This is an optimization exercise on Yosys and OpenROAD, whose aim is a short achievable clock period and few clock cycles per item, not a production implementation. In this exercise RTL edits were held to simulation tests only and were not proved equivalent to the original. Power is estimated from default activity; no workload was simulated.

===== config.mk =====
export PLATFORM = sky130hd
export DESIGN_NAME = cpuCore
export DESIGN_NICKNAME = cpuCore
export VERILOG_FILES = /design/flow/design.v
export SDC_FILE = /design/flow/constraint.sdc
export NUM_CORES = 4
export LEC_CHECK = 0
export CAP_MARGIN = 20
export CORE_MARGIN = 2
export CORE_UTILIZATION = 40
export SLEW_MARGIN = 20

===== constraint.sdc =====
create_clock -name core_clock -period 8.0 [get_ports {clk}]
set_input_delay 1.6000 -clock core_clock [delete_from_list [all_inputs] [get_ports {clk}]]
set_output_delay 1.6000 -clock core_clock [all_outputs]
set_load 0.01 [all_outputs]

===== design.v =====
`default_nettype none
package cpuPkg;
    typedef logic [32-1:0]    word_t;      
    typedef logic [5-1:0] regAddr_t;   
    typedef logic [1:0]              stage_t;     
    typedef struct packed {
        logic [5:0] op;
        regAddr_t   rs;
        regAddr_t   rt;
        regAddr_t   rd;       
        logic [4:0] shamt;
        logic [5:0] funct;
    } rType_t;
    typedef struct packed {
        logic [5:0]  op;
        regAddr_t    rs;      
        regAddr_t    rt;      
        logic [15:0] imm16;
    } iType_t;
    typedef union packed {
        rType_t rType;
        iType_t iType;
    } instr_t;
    typedef enum logic [3:0] {
        kNop, kAddu, kSubu, kAnd, kOr, kSlt,
        kAddiu, kOri, kLui, kLw, kSw, kBeq, kBne
    } instrKind_t;
    typedef enum logic [2:0] {
        aluAdd, aluSub, aluAnd, aluOr, aluSlt, aluLui
    } aluOp_t;
endpackage
`default_nettype wire
`timescale 1ns/1ps
`default_nettype none
module fetchStage (
    input  wire                clk,
    input  wire                rstN,
    input  wire                stall,          
    input  wire                branchTaken,    
    input  wire cpuPkg::word_t branchTarget,
    input  wire cpuPkg::word_t instRdata,      
    output cpuPkg::word_t      instAddr,
    output cpuPkg::instr_t     decInstr,
    output cpuPkg::word_t      decPc
);
    cpuPkg::word_t pc;
    cpuPkg::word_t nextPc;
    assign instAddr = pc;
    assign nextPc   = branchTaken ? branchTarget : pc + 32'd4;   
    always_ff @(posedge clk) begin
        if (!rstN) begin
            pc       <= 32'h0000_3000;
            decInstr <= '0;              
        end else if (!stall) begin
            pc       <= nextPc;
            decInstr <= instRdata;
        end
    end
    always_ff @(posedge clk) begin
        if (!stall)
            decPc <= pc;                 
    end
endmodule
`default_nettype wire
`timescale 1ns/1ps
`default_nettype none
module decodeStage (
    input  wire                   clk,
    input  wire                   rstN,
    input  wire                   stall,         
    input  wire cpuPkg::instr_t   decInstr,
    input  wire cpuPkg::word_t    decPc,
    input  wire                   wbWe,
    input  wire cpuPkg::regAddr_t wbAddr,
    input  wire cpuPkg::word_t    wbData,
    input  wire                   memFwdWe,      
    input  wire cpuPkg::regAddr_t memFwdAddr,
    input  wire cpuPkg::word_t    memFwdData,
    output logic                  branchTaken,
    output cpuPkg::word_t         branchTarget,
    output cpuPkg::instrKind_t    decKind,
    output cpuPkg::regAddr_t      decRs,
    output cpuPkg::regAddr_t      decRt,
    output cpuPkg::instrKind_t    exKind,
    output cpuPkg::aluOp_t        exAluOp,
    output logic                  exUseImm,
    output cpuPkg::word_t         exImm,
    output cpuPkg::word_t         exRsVal,
    output cpuPkg::word_t         exRtVal,
    output cpuPkg::regAddr_t      exRs,
    output cpuPkg::regAddr_t      exRt,
    output cpuPkg::regAddr_t      exDst,
    output logic                  exWe,
    output cpuPkg::word_t         exPc
);
    cpuPkg::word_t    regs [1:31];   
    cpuPkg::aluOp_t   aluOp;
    cpuPkg::regAddr_t dst;
    cpuPkg::word_t    imm;
    cpuPkg::word_t    rsVal;
    cpuPkg::word_t    rtVal;
    logic             isRType;
    logic             writes;
    logic             useImm;
    function automatic cpuPkg::word_t readSrc(cpuPkg::regAddr_t a);
        if (a == 5'd0)
            readSrc = 32'd0;
        else if (memFwdWe && memFwdAddr == a)
            readSrc = memFwdData;    
        else if (wbWe && wbAddr == a)
            readSrc = wbData;        
        else
            readSrc = regs[a];
    endfunction
    always_comb begin
        decKind = cpuPkg::kNop;
        case (decInstr.rType.op)
            6'h00: begin
                case (decInstr.rType.funct)
                    6'h21: decKind = cpuPkg::kAddu;
                    6'h23: decKind = cpuPkg::kSubu;
                    6'h24:  decKind = cpuPkg::kAnd;
                    6'h25:   decKind = cpuPkg::kOr;
                    6'h2a:  decKind = cpuPkg::kSlt;
                    default:      decKind = cpuPkg::kNop;   
                endcase
            end
            6'h09: decKind = cpuPkg::kAddiu;
            6'h0d:   decKind = cpuPkg::kOri;
            6'h0f:   decKind = cpuPkg::kLui;
            6'h23:    decKind = cpuPkg::kLw;
            6'h2b:    decKind = cpuPkg::kSw;
            6'h04:   decKind = cpuPkg::kBeq;
            6'h05:   decKind = cpuPkg::kBne;
            default:       decKind = cpuPkg::kNop;
        endcase
    end
    always_comb begin
        case (decKind)
            cpuPkg::kSubu:             aluOp = cpuPkg::aluSub;
            cpuPkg::kAnd:              aluOp = cpuPkg::aluAnd;
            cpuPkg::kOr, cpuPkg::kOri: aluOp = cpuPkg::aluOr;
            cpuPkg::kSlt:              aluOp = cpuPkg::aluSlt;
            cpuPkg::kLui:              aluOp = cpuPkg::aluLui;
            default:                   aluOp = cpuPkg::aluAdd;   
        endcase
    end
    assign decRs   = decInstr.iType.rs;
    assign decRt   = decInstr.iType.rt;
    assign isRType = (decKind == cpuPkg::kAddu || decKind == cpuPkg::kSubu || decKind == cpuPkg::kAnd || decKind == cpuPkg::kOr || decKind == cpuPkg::kSlt);
    assign writes  = isRType || (decKind == cpuPkg::kAddiu || decKind == cpuPkg::kOri || decKind == cpuPkg::kLui || decKind == cpuPkg::kLw);
    assign useImm  = (decKind == cpuPkg::kAddiu || decKind == cpuPkg::kOri || decKind == cpuPkg::kLui || decKind == cpuPkg::kLw || decKind == cpuPkg::kSw);
    assign dst     = isRType ? decInstr.rType.rd : decInstr.iType.rt;   
    assign imm     = ((decKind == cpuPkg::kOri || decKind == cpuPkg::kLui))
                   ? cpuPkg::word_t'(decInstr.iType.imm16)              
                   : cpuPkg::word_t'($signed(decInstr.iType.imm16));    
    always_comb begin
        rsVal        = readSrc(decRs);
        rtVal        = readSrc(decRt);
        branchTaken  = (decKind == cpuPkg::kBeq && rsVal == rtVal)
                    || (decKind == cpuPkg::kBne && rsVal != rtVal);
        branchTarget = decPc + 32'd4 + (cpuPkg::word_t'($signed(decInstr.iType.imm16)) << 2);
    end
    always_ff @(posedge clk) begin
        if (!rstN) begin
            for (int i = 1; i < 32; i++)
                regs[i] <= '0;
        end else if (wbWe && wbAddr != '0) begin
            regs[wbAddr] <= wbData;
        end
    end
    always_ff @(posedge clk) begin
        exImm    <= imm;
        exRsVal  <= rsVal;
        exRtVal  <= rtVal;
        exRs     <= decRs;
        exRt     <= decRt;
        exDst    <= dst;
        exPc     <= decPc;
        exAluOp  <= aluOp;
        exUseImm <= useImm;
        if (!rstN || stall) begin
            exKind <= cpuPkg::kNop;       
            exWe   <= 1'b0;
        end else begin
            exKind <= decKind;
            exWe   <= writes && dst != '0;   
        end
    end
endmodule
`default_nettype wire
`timescale 1ns/1ps
`default_nettype none
module executeStage (
    input  wire                     clk,
    input  wire                     rstN,
    input  wire cpuPkg::instrKind_t exKind,
    input  wire cpuPkg::aluOp_t     exAluOp,
    input  wire                     exUseImm,
    input  wire cpuPkg::word_t      exImm,
    input  wire cpuPkg::word_t      exRsVal,
    input  wire cpuPkg::word_t      exRtVal,
    input  wire cpuPkg::regAddr_t   exRs,
    input  wire cpuPkg::regAddr_t   exRt,
    input  wire cpuPkg::regAddr_t   exDst,
    input  wire                     exWe,
    input  wire cpuPkg::word_t      exPc,
    input  wire                     memFwdWe,
    input  wire cpuPkg::regAddr_t   memFwdAddr,
    input  wire cpuPkg::word_t      memFwdData,
    input  wire                     wbWe,
    input  wire cpuPkg::regAddr_t   wbAddr,
    input  wire cpuPkg::word_t      wbData,
    output cpuPkg::instrKind_t      memKind,
    output cpuPkg::word_t           memAluRes,
    output cpuPkg::word_t           memStoreVal,
    output cpuPkg::regAddr_t        memRt,       
    output cpuPkg::regAddr_t        memDst,
    output logic                    memWe,
    output cpuPkg::word_t           memPc
);
    cpuPkg::word_t srcA;
    cpuPkg::word_t srcB;
    cpuPkg::word_t rtFwd;    
    cpuPkg::word_t aluRes;
    function automatic cpuPkg::word_t fwd(cpuPkg::regAddr_t a, cpuPkg::word_t regVal);
        if (a != 5'd0 && memFwdWe && memFwdAddr == a)
            fwd = memFwdData;        
        else if (a != 5'd0 && wbWe && wbAddr == a)
            fwd = wbData;
        else
            fwd = regVal;
    endfunction
    always_comb begin
        srcA  = fwd(exRs, exRsVal);
        rtFwd = fwd(exRt, exRtVal);
        srcB  = exUseImm ? exImm : rtFwd;
        case (exAluOp)
            cpuPkg::aluSub: aluRes = srcA - srcB;
            cpuPkg::aluAnd: aluRes = srcA & srcB;
            cpuPkg::aluOr:  aluRes = srcA | srcB;
            cpuPkg::aluSlt: aluRes = cpuPkg::word_t'($signed(srcA) < $signed(srcB));
            cpuPkg::aluLui: aluRes = srcB << 16;      
            default:        aluRes = srcA + srcB;     
        endcase
    end
    always_ff @(posedge clk) begin
        memAluRes   <= aluRes;
        memStoreVal <= rtFwd;
        memRt       <= exRt;
        memDst      <= exDst;
        memPc       <= exPc;
        if (!rstN) begin
            memKind <= cpuPkg::kNop;
            memWe   <= 1'b0;
        end else begin
            memKind <= exKind;
            memWe   <= exWe;
        end
    end
endmodule
`default_nettype wire
`timescale 1ns/1ps
`default_nettype none
module memWriteback (
    input  wire                     clk,
    input  wire                     rstN,
    input  wire cpuPkg::instrKind_t memKind,
    input  wire cpuPkg::word_t      memAluRes,    
    input  wire cpuPkg::word_t      memStoreVal,
    input  wire cpuPkg::regAddr_t   memRt,
    input  wire cpuPkg::regAddr_t   memDst,
    input  wire                     memWe,
    input  wire cpuPkg::word_t      memPc,
    input  wire cpuPkg::word_t      dataRdata,    
    output cpuPkg::word_t           dataAddr,
    output cpuPkg::word_t           dataWdata,
    output logic                    dataWe,
    output logic                    regWe,
    output cpuPkg::regAddr_t        regAddr,
    output cpuPkg::word_t           regWdata,
    output cpuPkg::word_t           wbPc
);
    cpuPkg::word_t wbVal;    
    assign dataAddr  = memAluRes;
    assign dataWe    = memKind == cpuPkg::kSw;
    assign dataWdata = (regWe && regAddr == memRt) ? regWdata : memStoreVal;   
    assign wbVal     = (memKind == cpuPkg::kLw) ? dataRdata : memAluRes;
    always_ff @(posedge clk) begin
        regWdata <= wbVal;
        regAddr  <= memDst;
        wbPc     <= memPc;
        if (!rstN)
            regWe <= 1'b0;
        else
            regWe <= memWe;
    end
endmodule
`default_nettype wire
`timescale 1ns/1ps
`default_nettype none
module hazardUnit (
    input  wire                     clk,
    input  wire                     rstN,
    input  wire cpuPkg::instrKind_t decKind,
    input  wire cpuPkg::regAddr_t   decRs,
    input  wire cpuPkg::regAddr_t   decRt,
    input  wire cpuPkg::instrKind_t exKind,
    input  wire cpuPkg::regAddr_t   exDst,
    input  wire                     exWe,
    input  wire cpuPkg::instrKind_t memKind,
    input  wire cpuPkg::regAddr_t   memDst,
    input  wire                     memWe,
    output logic                    stall
);
    cpuPkg::stage_t tuseRs;     
    cpuPkg::stage_t tuseRt;
    cpuPkg::stage_t exTnew;
    cpuPkg::stage_t memTnew;
    logic           isBranch;
    function automatic logic mustWait(cpuPkg::regAddr_t dst, logic we, cpuPkg::stage_t tnew);
        mustWait = we && dst != 5'd0
                && ((dst == decRs && tnew > tuseRs) || (dst == decRt && tnew > tuseRt));
    endfunction
    always_comb begin
        isBranch = (decKind == cpuPkg::kBeq || decKind == cpuPkg::kBne);
        tuseRs   = ((decKind == cpuPkg::kNop || decKind == cpuPkg::kLui)) ? 2'd3
                 : isBranch ? 2'd0 : 2'd1;
        tuseRt   = isBranch ? 2'd0
                 : (decKind == cpuPkg::kSw) ? 2'd2      
                 : ((decKind == cpuPkg::kAddu || decKind == cpuPkg::kSubu || decKind == cpuPkg::kAnd || decKind == cpuPkg::kOr || decKind == cpuPkg::kSlt)) ? 2'd1
                 : 2'd3;                                
        exTnew   = (exKind == cpuPkg::kLw) ? 2'd2 : 2'd1;
        memTnew  = (memKind == cpuPkg::kLw) ? 2'd1 : 2'd0;
        stall    = mustWait(exDst, exWe, exTnew) || mustWait(memDst, memWe, memTnew);
    end
endmodule
`default_nettype wire
`timescale 1ns/1ps
`default_nettype none
module cpuCore (
    input  wire                clk,
    input  wire                rstN,
    output cpuPkg::word_t      instAddr,
    input  wire cpuPkg::word_t instRdata,
    output cpuPkg::word_t      dataAddr,
    output cpuPkg::word_t      dataWdata,
    output logic               dataWe,
    input  wire cpuPkg::word_t dataRdata,
    output logic               regWe,        
    output cpuPkg::regAddr_t   regAddr,
    output cpuPkg::word_t      regWdata,
    output cpuPkg::word_t      wbPc
);
    logic               stall;
    logic               branchTaken;
    cpuPkg::word_t      branchTarget;
    cpuPkg::instr_t     decInstr;
    cpuPkg::word_t      decPc;
    cpuPkg::instrKind_t decKind;
    cpuPkg::regAddr_t   decRs;
    cpuPkg::regAddr_t   decRt;
    cpuPkg::instrKind_t exKind;
    cpuPkg::aluOp_t     exAluOp;
    logic               exUseImm;
    cpuPkg::word_t      exImm;
    cpuPkg::word_t      exRsVal;
    cpuPkg::word_t      exRtVal;
    cpuPkg::regAddr_t   exRs;
    cpuPkg::regAddr_t   exRt;
    cpuPkg::regAddr_t   exDst;
    logic               exWe;
    cpuPkg::word_t      exPc;
    cpuPkg::instrKind_t memKind;
    cpuPkg::word_t      memAluRes;
    cpuPkg::word_t      memStoreVal;
    cpuPkg::regAddr_t   memRt;
    cpuPkg::regAddr_t   memDst;
    logic               memWe;
    cpuPkg::word_t      memPc;
    logic               memFwdWe;
    assign memFwdWe = memWe && memKind != cpuPkg::kLw;   
    fetchStage fetch0 (.clk, .rstN, .stall, .branchTaken, .branchTarget,
                       .instRdata, .instAddr, .decInstr, .decPc);
    decodeStage decode0 (.clk, .rstN, .stall, .decInstr, .decPc,
                         .wbWe(regWe), .wbAddr(regAddr), .wbData(regWdata),
                         .memFwdWe, .memFwdAddr(memDst), .memFwdData(memAluRes),
                         .branchTaken, .branchTarget, .decKind, .decRs, .decRt,
                         .exKind, .exAluOp, .exUseImm, .exImm, .exRsVal, .exRtVal,
                         .exRs, .exRt, .exDst, .exWe, .exPc);
    executeStage execute0 (.clk, .rstN, .exKind, .exAluOp, .exUseImm, .exImm,
                           .exRsVal, .exRtVal, .exRs, .exRt, .exDst, .exWe, .exPc,
                           .memFwdWe, .memFwdAddr(memDst), .memFwdData(memAluRes),
                           .wbWe(regWe), .wbAddr(regAddr), .wbData(regWdata),
                           .memKind, .memAluRes, .memStoreVal, .memRt, .memDst,
                           .memWe, .memPc);
    memWriteback memWb0 (.clk, .rstN, .memKind, .memAluRes, .memStoreVal, .memRt,
                         .memDst, .memWe, .memPc, .dataRdata, .dataAddr, .dataWdata,
                         .dataWe, .regWe, .regAddr, .regWdata, .wbPc);
    hazardUnit hazard0 (.clk, .rstN, .decKind, .decRs, .decRt, .exKind, .exDst,
                        .exWe, .memKind, .memDst, .memWe, .stall);
endmodule
`default_nettype wire

===== run.sh =====
#!/bin/bash
# synth_recipe.tcl (not shown) runs the flow's synth.tcl, then flattens the netlist and writes it again
# the make line also repeats each setting of config.mk as NAME=value (left out here)
make -C /OpenROAD-flow-scripts/flow DESIGN_CONFIG=/design/flow/config.mk WORK_HOME=/design/flow/orfs CLKGATE_MAP_FILE= SYNTH_SCRIPT=/design/flow/synth_recipe.tcl finish

==> results by group <==
GRT
  • Largest net degree at the start of global routing: 85
  • Global-route wire length before repair: roughly 440,000 um
  • Total GRT Usage: 0.317
  • GRT overflow: 0
  • Vias in the first global route: 57,400
  • Number of antenna violations at the first check in global routing: 37

Floorplan
  • Initial Util: 0.402
  • DIE WIDTH: between 400 and 500 um
  • Ports: roughly 230
  • Die footprint: 197,000 sq um
  • Die Ht: about 440 um
  • Core ar.: 192,000 sq um
  • Rows: about 160

Timing
  • Max-slew violation count: 0
  • Setup_tns: 0 ps
  • Finish-stage setup viols: 0
  • Hold slack: 322 ps
  • Final Hold Viols: 0
  • Final Skew: 33.8 ps
  • Final worst path period need: 6970 ps
  • Normalized max-slew margin: 0.160
  • Least-Margin Pin Slew: about 1300 ps
  • Unrepaired setup endpoints after global routing: false
  • Fmax: about 140 MHz
  • Period utilisation layout: 0.872

Routing
  • Via count: 58,900
  • DRT Pass-1 Iters: 6
  • Vias per inst: between 6 and 7
  • Antenna Nets Post-Route: 0
  • Residual DRC count: 0
  • Wire per inst: 34.7 um
  • Initial DRC Count: 9,188
  • Final WL: between 300,000 and 400,000 um

Yosys
  • Mean Syn Cell Area: ~12 sq um
  • Syn Inst Count: approximately 6,400
  • Number of flops mapped to enable cells by yosys: 1,056
  • Post-synthesis cell area: 77,300 sq um
  • Synthesized flop and latch total: 1,448
  • Synth unique cells: 92
  • Primary FF master, synth: edfxtp_1
  • Sequential element share of the synthesized area: 0.512
  • YS warnings: 5
  • Async set-or-reset flop fraction in the synthesized netlist: 0

Status
  • Outcome: no timing/DRC/antenna violations

CTS
  • Reg clk slew, reported paths: 60 ps
  • Post-CTS sizing: 0
  • Sink Count: 1,448
  • CTS tree: done
  • Post-CTS setup buffer count: 0
  • Hold_buf cts: 0
  • Later-pin clock latency in the skew report: 840 ps
  • CTS Root Cell: clkbuf_16
  • Max H-tree Level: 4
  • Number of CTS-inserted buffers: about 160
  • Longest Clk Path Bufs: 3

Flow run
  • Max cap viols: 0

Place
  • Buffers on Ports: between 200 and 250
  • Placer Congestion: 0.952
  • Placed inst area: 82,900 sq um
  • Post-DP HPWL: 210,000 um

Critical path
  • Setup slack, reg-to-reg: 1030 ps
  • Crit path buffers/inverters: 3
  • Worst EP arrival: 7710 ps
  • Worst setup path category: register to register
  • Critical Path Most Common Cell: o21ai_0
  • Reg2reg path depth: 21
  • Crit path max-delay cell type: mux2i_1
  • Worst-path fanout max: 64
  • Worst path max stage delay: between 700 and 800 ps
  • Crit. path cell count: 21
  • CP top delay family: compound AO/OA/AOI/OAI gates
  • Data required, critical path: 8730 ps
  • Critical path capture point type: register
  • Startpoint types: register
  • CP cell instances: nor4bb_4 -> inv_2 -> nand2_1 -> or4_1 -> nor4_2 -> buf_4 -> o21ai_0 -> mux2i_1 -> inv_1 -> ha_1 -> or3_1 -> o21ai_0 -> a21oi_1 -> a211o_1 -> and4_1 -> o41ai_1 -> o41a_1 -> o21bai_1 -> a2111oi_0 -> a211oi_1 -> a41o_1

Hold path
  • Hold path depth: 0
  • Min-delay worst type: register to register

Finish
  • Max reg flops: approximately 1,000
  • Area growth syn-to-layout: 14.6%
  • Largest Register: decode0.regs
  • Fin nets: 6,731
  • Fillers: around 17,000
  • Share of cells above drive strength 1: 0.167
  • Cell area after layout: around 89,000 sq um

Power and ir drop
  • Leakage: about 32 nW
  • Total power per unit cell area: 252 nW/um^2
  • Worst vdd ir: 0.191 mV
## cell families (layout without fill, tap and decap cells)
family,count (synthesis),in the layout,share of synthesized area
AO/OA/AOI/OAI,1095,1095,0.0941
XOR/XNOR,105,105,0.0119
adder cells (fa/ha/maj),162,162,0.0265
buffers and inverters,736,929,0.0404
flip-flops,1448,1448,0.512
multiplexers,796,796,0.170
other,1,40,0.0000485
AND/OR/NAND/NOR,2073,2073,0.145
## report_power, final
group | total [W] | internal [W] | switching, W
clock | 0.00800 | 0.00465 | 0.00335
sequential | 0.00929 | 0.00859 | 0.000702
combinational | 0.00507 | 0.00169 | 0.00338
## Yosys cell counts, drive strengths merged, types with 15 or more instances
| library cell | n | area share |
|---|---|---|
| a21oi | 251 | 0.016 |
| o22ai | 87 | 0.0070 |
| a22oi | 170 | 0.017 |
| mux2i | 318 | 0.041 |
| mux4 | 407 | 0.12 |
| edfxtp | 1056 | 0.41 |
| a221oi | 45 | 0.0052 |
| xnor2 | 64 | 0.0072 |
| inv | 165 | 0.0080 |
| a31o | 15 | 0.0017 |
| nor2 | 219 | 0.011 |
| nor4 | 37 | 0.0030 |
| mux2 | 71 | 0.010 |
| nand2 | 389 | 0.019 |
| and3 | 31 | 0.0025 |
| a31oi | 25 | 0.0020 |
| dfxtp | 392 | 0.10 |
| a21o | 55 | 0.0053 |
| nor2b | 51 | 0.0041 |
| o21bai | 24 | 0.0023 |
| and2 | 856 | 0.069 |
| a211oi | 25 | 0.0025 |
| a22o | 20 | 0.0023 |
| or4 | 19 | 0.0019 |
| nand3 | 89 | 0.0058 |
| buf | 195 | 0.014 |
| clkbuf | 376 | 0.018 |
| or3 | 21 | 0.0017 |
| or2 | 18 | 0.0015 |
| o21ai | 201 | 0.013 |
| xor2 | 41 | 0.0046 |
| nor3 | 212 | 0.014 |
| o211ai | 24 | 0.0023 |
| a32oi | 22 | 0.0025 |
| ha | 159 | 0.026 |
| nand4 | 48 | 0.0039 |
| nand2b | 23 | 0.0019 |
## routing by layer
metal / global-route usage / wire length, um / vias to the layer above
met5: 0 / 89 / -
met4: 0.163 / 19200 / 14
met3: 0.0784 / 39400 / 855
met2: 0.465 / 136000 / 4203
met1: 0.435 / 124000 / 29700
li1: - / - / 24200
## final timing paths
kind	from	end
worst max register to register	execute0.memKind[3]$_SDFF_PN0_	execute0.memAluRes[31]$_DFF_P_
worst min register to register	decode0.exPc[5]$_DFF_P_	execute0.memPc[5]$_DFF_P_
worst min-delay path	decode0.exPc[5]$_DFF_P_	execute0.memPc[5]$_DFF_P_
worst max-delay path	execute0.memKind[3]$_SDFF_PN0_	execute0.memAluRes[31]$_DFF_P_
## cells in the final DEF (no fill, tap or decap), drive strengths merged, types with 25 or more instances in the layout
cell type | Yosys | final
edfxtp | 1056 | 1056
and2 | 856 | 856
mux4 | 407 | 407
dfxtp | 392 | 392
nand2 | 389 | 389
mux2i | 318 | 318
a21oi | 251 | 251
clkdlybuf4s50 | 0 | 231
buf | 195 | 230
nor2 | 219 | 219
clkbuf | 376 | 213
nor3 | 212 | 212
o21ai | 201 | 201
inv | 165 | 171
a22oi | 170 | 170
ha | 159 | 159
nand3 | 89 | 89
o22ai | 87 | 87
mux2 | 71 | 71
xnor2 | 64 | 64
clkinv | 0 | 59
a21o | 55 | 55
nor2b | 51 | 51
nand4 | 48 | 48
a221oi | 45 | 45
xor2 | 41 | 41
nor4 | 37 | 37
conb | 1 | 32
and3 | 31 | 31
a31oi | 25 | 25
a211oi | 25 | 25
## cell type report
type | count | area, sq um | area share
clock inverter | 90 | 1050 | 0.0118
antenna | 8 | 20.0 | 0.000226
multi-input combinational | 4263 | 35300 | 0.398
sequential | 1448 | 39600 | 0.447
inverter | 165 | 621 | 0.00700
timing repair buffer | 461 | 4260 | 0.0481
tap | 2526 | 3160 | 0.0357
clock buffer | 213 | 4620 | 0.0521
## worst register-to-register path: cells and delay by family (launching register included)
kind | cells | cell delay [ps]
DFF | 1 | 310
and+or+nand+nor | 6 | 1560
buffers and inverters | 3 | 1050
muxes | 1 | 760
AOI/OAI and AO/OA | 10 | 2980
adders and majority gates | 1 | 240
## stage by stage
step / std cells / power (W) / utilization / worst slack (ps)
2_1_floorplan: 6447 / 0.0118 / - / 1880
3_3_place_gp: 8859 / 0.0143 / 0.431 / 1190
3_5_place_dp: 8861 / 0.0144 / 0.431 / 1120
4_1_cts: 9164 / 0.0223 / 0.460 / 1080
5_1_grt: 9166 / 0.0229 / 0.461 / 597
6_report: 9174 / 0.0224 / 0.461 / 1030
Testbench counts, summed over its fixed seeds: cycles 31,886, instrs 29,208.

[what the ideal ports hide]
The flow's constraints put no driver on any port. The routed layout listed below was extracted and timed again, unchanged, in two steps.
Step 1 sets driving cells, clkbuf_16 on the clock port and buf_2 on the other inputs (assumed; they add their load-dependent delay and slew).
Step 2 moves the port delays by t, midway between the first and last clock arrival at a register: inputs arrive t later, outputs are due t later. That takes back most of the time a late clock gives input paths.
Slacks: ideal / step 1 / step 2; pairs: ideal / step 1.
shift t [ns]: 0.915
setup slack, ns: 1.027 / 1.027 / 1.027
clock arrival spread, ns: 0.038 / 0.037
slew at the worst register clock pin (ns): 0.07 / 0.07
pins driven straight from the clock port: 1
After both steps setup and hold are still met in this run. The setup slack of this run moves by 0.000 ns with the drivers and by 0.000 ns with both steps.
